Context: an optimization exercise on an open-source flow, tuned for small area, a short achievable clock period and few clock cycles per item. The choices shown serve that exercise and are no tape-out recipe.
The RTL was checked by simulation tests, not by an equivalence proof against the original design.
No activity file was given, so power comes from the tool's default toggle rates.

## P
==> flow/design.v <==
`default_nettype none
package lru_pkg;
  localparam int KEY_SPACE_DEF  = 64;
  localparam int MAX_FRAMES_DEF = 8;
  localparam int              CFG_W     = 4;
  localparam logic [CFG_W-1:0] CFG_RESET = 4'd4;
endpackage
`default_nettype wire
`default_nettype none
`default_nettype wire
`default_nettype none
module lru_ctrl #(
  parameter  int KEY_SPACE  = lru_pkg::KEY_SPACE_DEF,
  parameter  int MAX_FRAMES = lru_pkg::MAX_FRAMES_DEF,
  localparam int KW         = $clog2(KEY_SPACE),
  localparam int CW         = $clog2(MAX_FRAMES + 1)
) (
  input  wire logic                      clk,
  input  wire logic                      rst_n,
  input  wire logic                      step,
  input  wire logic [KW-1:0]             key,
  input  wire logic [$clog2(MAX_FRAMES)-1:0] limm1,
  output logic                           res_hit,
  output logic                           res_evicted,
  output logic [KW-1:0]                  res_evicted_key,
  output logic [CW-1:0]                  occupancy
);
  logic [KW-1:0]         list_r [MAX_FRAMES];
  logic [CW-1:0]         count_r;
  logic [MAX_FRAMES-1:0] vld;
  logic [MAX_FRAMES-1:0] match;
  logic [MAX_FRAMES-1:0] shift;
  logic                  hit;
  logic                  full;
  logic [KW-1:0]         tail_key;
  always_comb begin
    for (int i = 0; i < MAX_FRAMES; i++) begin
      vld[i]   = (count_r > CW'(i));
      match[i] = vld[i] && (list_r[i] == key);
    end
  end
  always_comb begin
    shift[0] = 1'b1;
    for (int i = 1; i < MAX_FRAMES; i++) begin
      shift[i] = shift[i-1] & ~match[i-1];
    end
  end
  assign hit  = |match;
  assign full = (count_r > CW'(limm1));
  always_comb begin
    tail_key = '0;
    for (int i = 0; i < MAX_FRAMES; i++) begin
      tail_key = tail_key | ({KW{count_r == CW'(i + 1)}} & list_r[i]);
    end
  end
  always_ff @(posedge clk) begin
    if (step) begin
      list_r[0] <= key;
      for (int i = 1; i < MAX_FRAMES; i++) begin
        if (shift[i]) list_r[i] <= list_r[i-1];
      end
      res_hit         <= hit;
      res_evicted     <= ~hit & full;
      res_evicted_key <= {KW{~hit & full}} & tail_key;
    end
  end
  always_ff @(posedge clk) begin
    if (!rst_n) begin
      count_r <= '0;
    end else if (step && !hit && !full) begin
      count_r <= CW'(count_r + 1'b1);
    end
  end
  assign occupancy = count_r;
endmodule
`default_nettype wire
`default_nettype none
module lru_page_reference_tracker_unit #(
  parameter  int KEY_SPACE  = lru_pkg::KEY_SPACE_DEF,
  parameter  int MAX_FRAMES = lru_pkg::MAX_FRAMES_DEF,
  localparam int KW         = $clog2(KEY_SPACE),
  localparam int CW         = $clog2(MAX_FRAMES + 1)
) (
  input  wire logic                      clk,
  input  wire logic                      rst_n,
  input  wire logic                      in_valid,
  output logic                           in_ready,
  input  wire logic [KW-1:0]             in_page_key,
  output logic                           out_valid,
  input  wire logic                      out_ready,
  output logic                           out_hit,
  output logic                           out_evicted,
  output logic [KW-1:0]                  out_evicted_key,
  output logic [CW-1:0]                  out_occupancy,
  input  wire logic                      cfg_valid,
  output logic                           cfg_ready,
  input  wire logic [lru_pkg::CFG_W-1:0] cfg_frames_in_use
);
  localparam int LW = $clog2(MAX_FRAMES);
  logic [LW-1:0] limm1_r;
  logic [LW-1:0] limm1_wr;
  logic          out_valid_r;
  logic          accept;
  logic          step;
  logic          q0_v, q1_v;
  logic [KW-1:0] q0_key, q1_key;
  always_comb begin
    if (cfg_frames_in_use == '0) begin
      limm1_wr = '0;
    end else if (cfg_frames_in_use > lru_pkg::CFG_W'(MAX_FRAMES)) begin
      limm1_wr = LW'(MAX_FRAMES - 1);
    end else begin
      limm1_wr = LW'(cfg_frames_in_use - 1'b1);
    end
  end
  assign cfg_ready = 1'b1;
  always_ff @(posedge clk) begin
    if (!rst_n) begin
      limm1_r <= LW'(lru_pkg::CFG_RESET - 1'b1);
    end else if (cfg_valid) begin
      limm1_r <= limm1_wr;
    end
  end
  assign in_ready = !q1_v;
  assign accept   = in_valid && !q1_v;
  assign step     = q0_v && (!out_valid_r || out_ready);
  always_ff @(posedge clk) begin
    if (!rst_n) begin
      q0_v <= 1'b0;
      q1_v <= 1'b0;
    end else begin
      if (!q0_v || step) begin
        q0_v <= q1_v || accept;
      end
      q1_v <= q0_v && !step && (q1_v || accept);
    end
  end
  always_ff @(posedge clk) begin
    if (!q0_v || step) begin
      q0_key <= q1_v ? q1_key : in_page_key;
    end
    if (!q1_v) begin
      q1_key <= in_page_key;
    end
  end
  lru_ctrl #(
    .KEY_SPACE  (KEY_SPACE),
    .MAX_FRAMES (MAX_FRAMES)
  ) u_ctrl (
    .clk             (clk),
    .rst_n           (rst_n),
    .step            (step),
    .key             (q0_key),
    .limm1           (limm1_r),
    .res_hit         (out_hit),
    .res_evicted     (out_evicted),
    .res_evicted_key (out_evicted_key),
    .occupancy       (out_occupancy)
  );
  always_ff @(posedge clk) begin
    if (!rst_n) begin
      out_valid_r <= 1'b0;
    end else if (step) begin
      out_valid_r <= 1'b1;
    end else if (out_ready) begin
      out_valid_r <= 1'b0;
    end
  end
  assign out_valid = out_valid_r;
endmodule
`default_nettype wire
==> flow/config.mk <==
export PLATFORM = sky130hd
export DESIGN_NAME = lru_page_reference_tracker_unit
export DESIGN_NICKNAME = lru_page_reference_tracker_unit
export VERILOG_FILES = /design/flow/design.v
export SDC_FILE = /design/flow/constraint.sdc
export NUM_CORES = 4
export LEC_CHECK = 0
export CAP_MARGIN = 20
export CORE_MARGIN = 2
export CORE_UTILIZATION = 40
export PLACE_DENSITY = 0.6
export SETUP_SLACK_MARGIN = 3.4
export SLEW_MARGIN = 20
export TNS_END_PERCENT = 0
==> flow/constraint.sdc <==
create_clock -name core_clock -period 5.5 [get_ports {clk}]
set_input_delay 1.1000 -clock core_clock [delete_from_list [all_inputs] [get_ports {clk}]]
set_output_delay 1.1000 -clock core_clock [all_outputs]
set_load 0.01 [all_outputs]
standard.sh (not shown) runs the stock make flow with config.mk's settings and CLKGATE_MAP_FILE= SYNTH_SCRIPT=/design/flow/synth_recipe.tcl, a recipe that flattens the netlist after the stock synthesis.
==> flow/flow/run.sh <==
#!/bin/bash
# The standard layout (the standard.sh) with two changes to buffering:
# the port buffers ORFS inserts before global placement use a small plain
# buffer cell, and clock tree synthesis builds its tree from clkbuf_8 cells under
# a clkbuf_8 root, in clusters of up to 22 sinks and without dummy loads.
set -euo pipefail
export BUFFER_PORTS_ARGS="-buffer_cell sky130_fd_sc_hd__buf_1"
export CTS_ARGS="-sink_clustering_enable -repair_clock_nets -dont_use_dummy_load -sink_clustering_size 22 -sink_clustering_max_diameter 80 -buf_list sky130_fd_sc_hd__clkbuf_8 -root_buf sky130_fd_sc_hd__clkbuf_8"
bash standard.sh > standard_flow.log 2>&1
Testbench counts of P, summed over its fixed seeds: cycles 16,576, items 16,384.
## Diff of input files: Q against P
Settings: CORE_UTILIZATION changed from 40 to 55; PLACE_DENSITY changed from 0.6 to 0.7.
==> comparison <==
Relative to P, the highest ir drop seen on vdd measured on Q has increased by more than a quarter.
As far as number of multi-input combinational cells goes, P and Q are indistinguishable; the numbers are identical.
As far as register bit count reported by yosys goes, Q and P are indistinguishable; the numbers are identical.
Diff Q and P: die area lower in Q
Between Q and P, the max-capacitance violation count figures differ only marginally.
Between Q and P, the minimum setup slack in the final design is lower for Q.
Going from P to Q, maximum frequency now sits lower, routed wire length climbed 560 microns.
#### Input delta (R over Q)
Settings: changing PLACE_DENSITY from 0.7 to 0.6; changing CORE_UTILIZATION from 55 to 40.
==> flow/run.sh (new file) <==
#!/bin/bash
# synth_recipe.tcl (not shown) runs the flow's synth.tcl, then flattens the netlist and writes it again
# the make line also repeats each setting of config.mk as NAME=value (left out here)
make -C /OpenROAD-flow-scripts/flow DESIGN_CONFIG=/design/flow/config.mk WORK_HOME=/design/flow/orfs CLKGATE_MAP_FILE= SYNTH_SCRIPT=/design/flow/synth_recipe.tcl finish
removed: flow/flow/run.sh
removed: flow/standard.sh
Findings:
Side by side, met2 usage in global routing turned out lower in R than in Q. Relative to Q, total design power increased by about 7% in R. The final reports for R and Q show area growth from synthesis to layout higher in the former. Measured against R, the number of tapcells of Q comes out at 0.62 times the reference value. On R: switching component of the power is 0.054 mW higher than what Q gave. Q → R: clock period minus final worst setup slack now sits higher; detailed-placement wirelength estimate now sits higher. Transition time at the pin with the least slew margin: higher on R. R — count of vias placed by the detailed router 80 lower, Q as reference. Total die area went up by more than a quarter going from Q to R.
#### Input delta (S over R)
Settings: SETUP_SLACK_MARGIN changed from 3.4 to 3.7.
==> flow/flow/run.sh (new file) <==
#!/bin/bash
# The standard layout (the standard.sh) with two changes to buffering:
# the port buffers ORFS inserts before global placement use a small plain
# buffer cell, and clock tree synthesis builds its tree from clkbuf_8 cells under
# a clkbuf_8 root, in clusters of up to 22 sinks and without dummy loads.
set -euo pipefail
export BUFFER_PORTS_ARGS="-buffer_cell sky130_fd_sc_hd__buf_1"
export CTS_ARGS="-sink_clustering_enable -repair_clock_nets -dont_use_dummy_load -sink_clustering_size 22 -sink_clustering_max_diameter 80 -buf_list sky130_fd_sc_hd__clkbuf_8 -root_buf sky130_fd_sc_hd__clkbuf_8"
bash standard.sh > standard_flow.log 2>&1
==> flow/standard.sh (new file) <==
#!/bin/bash
# synth_recipe.tcl (not shown) runs the flow's synth.tcl, then flattens the netlist and writes it again
# the make line also repeats each setting of config.mk as NAME=value (left out here)
make -C /OpenROAD-flow-scripts/flow DESIGN_CONFIG=/design/flow/config.mk WORK_HOME=/design/flow/orfs CLKGATE_MAP_FILE= SYNTH_SCRIPT=/design/flow/synth_recipe.tcl "${@:-finish}"
removed: flow/run.sh
==> comparison <==
Comparing S and R, the lower part of the power in the clock network is on S. Layout buffer count excluding clock buffers on S is down relative to R. Against R, final critical-path required period in S came out better. S vs R, post-detailed-routing wire length went down by 560 microns. S vs. R: portion of the layout cell area used by clock cells has decreased; overall power of the completed layout has decreased; non-clock buffering overhead in the final layout has decreased; sequential power has decreased.

==> separate check: timing with driven ports <==
The results above use ideal ports. As a check the final layouts listed here were re-extracted and re-timed, cells and wires unchanged. Step 1 assumes that a clkbuf_16 drives the clock port and a buf_2 every other input. Step 2 moves the port delays by t, midway between the first and last clock arrival at a register: inputs arrive t later, outputs are due t later. That takes back most of the time a late clock gives input paths. Slacks: no drivers / after step 1 / after step 2; pairs: no drivers / after step 1.
| run | t, ns | setup slack, ns | cell pins on the clock port's net |
|---|---|---|---|
| P | 0.382 | 3.372 / 3.372 / 3.114 | 1 |
| Q | 0.372 | 3.311 / 3.311 / 3.102 | 1 |
| R | 0.391 | 3.123 / 3.123 / 2.785 | 1 |
| S | 0.379 | 3.365 / 3.365 / 3.124 | 1 |
After both steps every run listed still meets setup and hold. For R, which loses most, drivers alone change the setup slack by 0.000 ns; drivers and shift together by -0.338 ns.
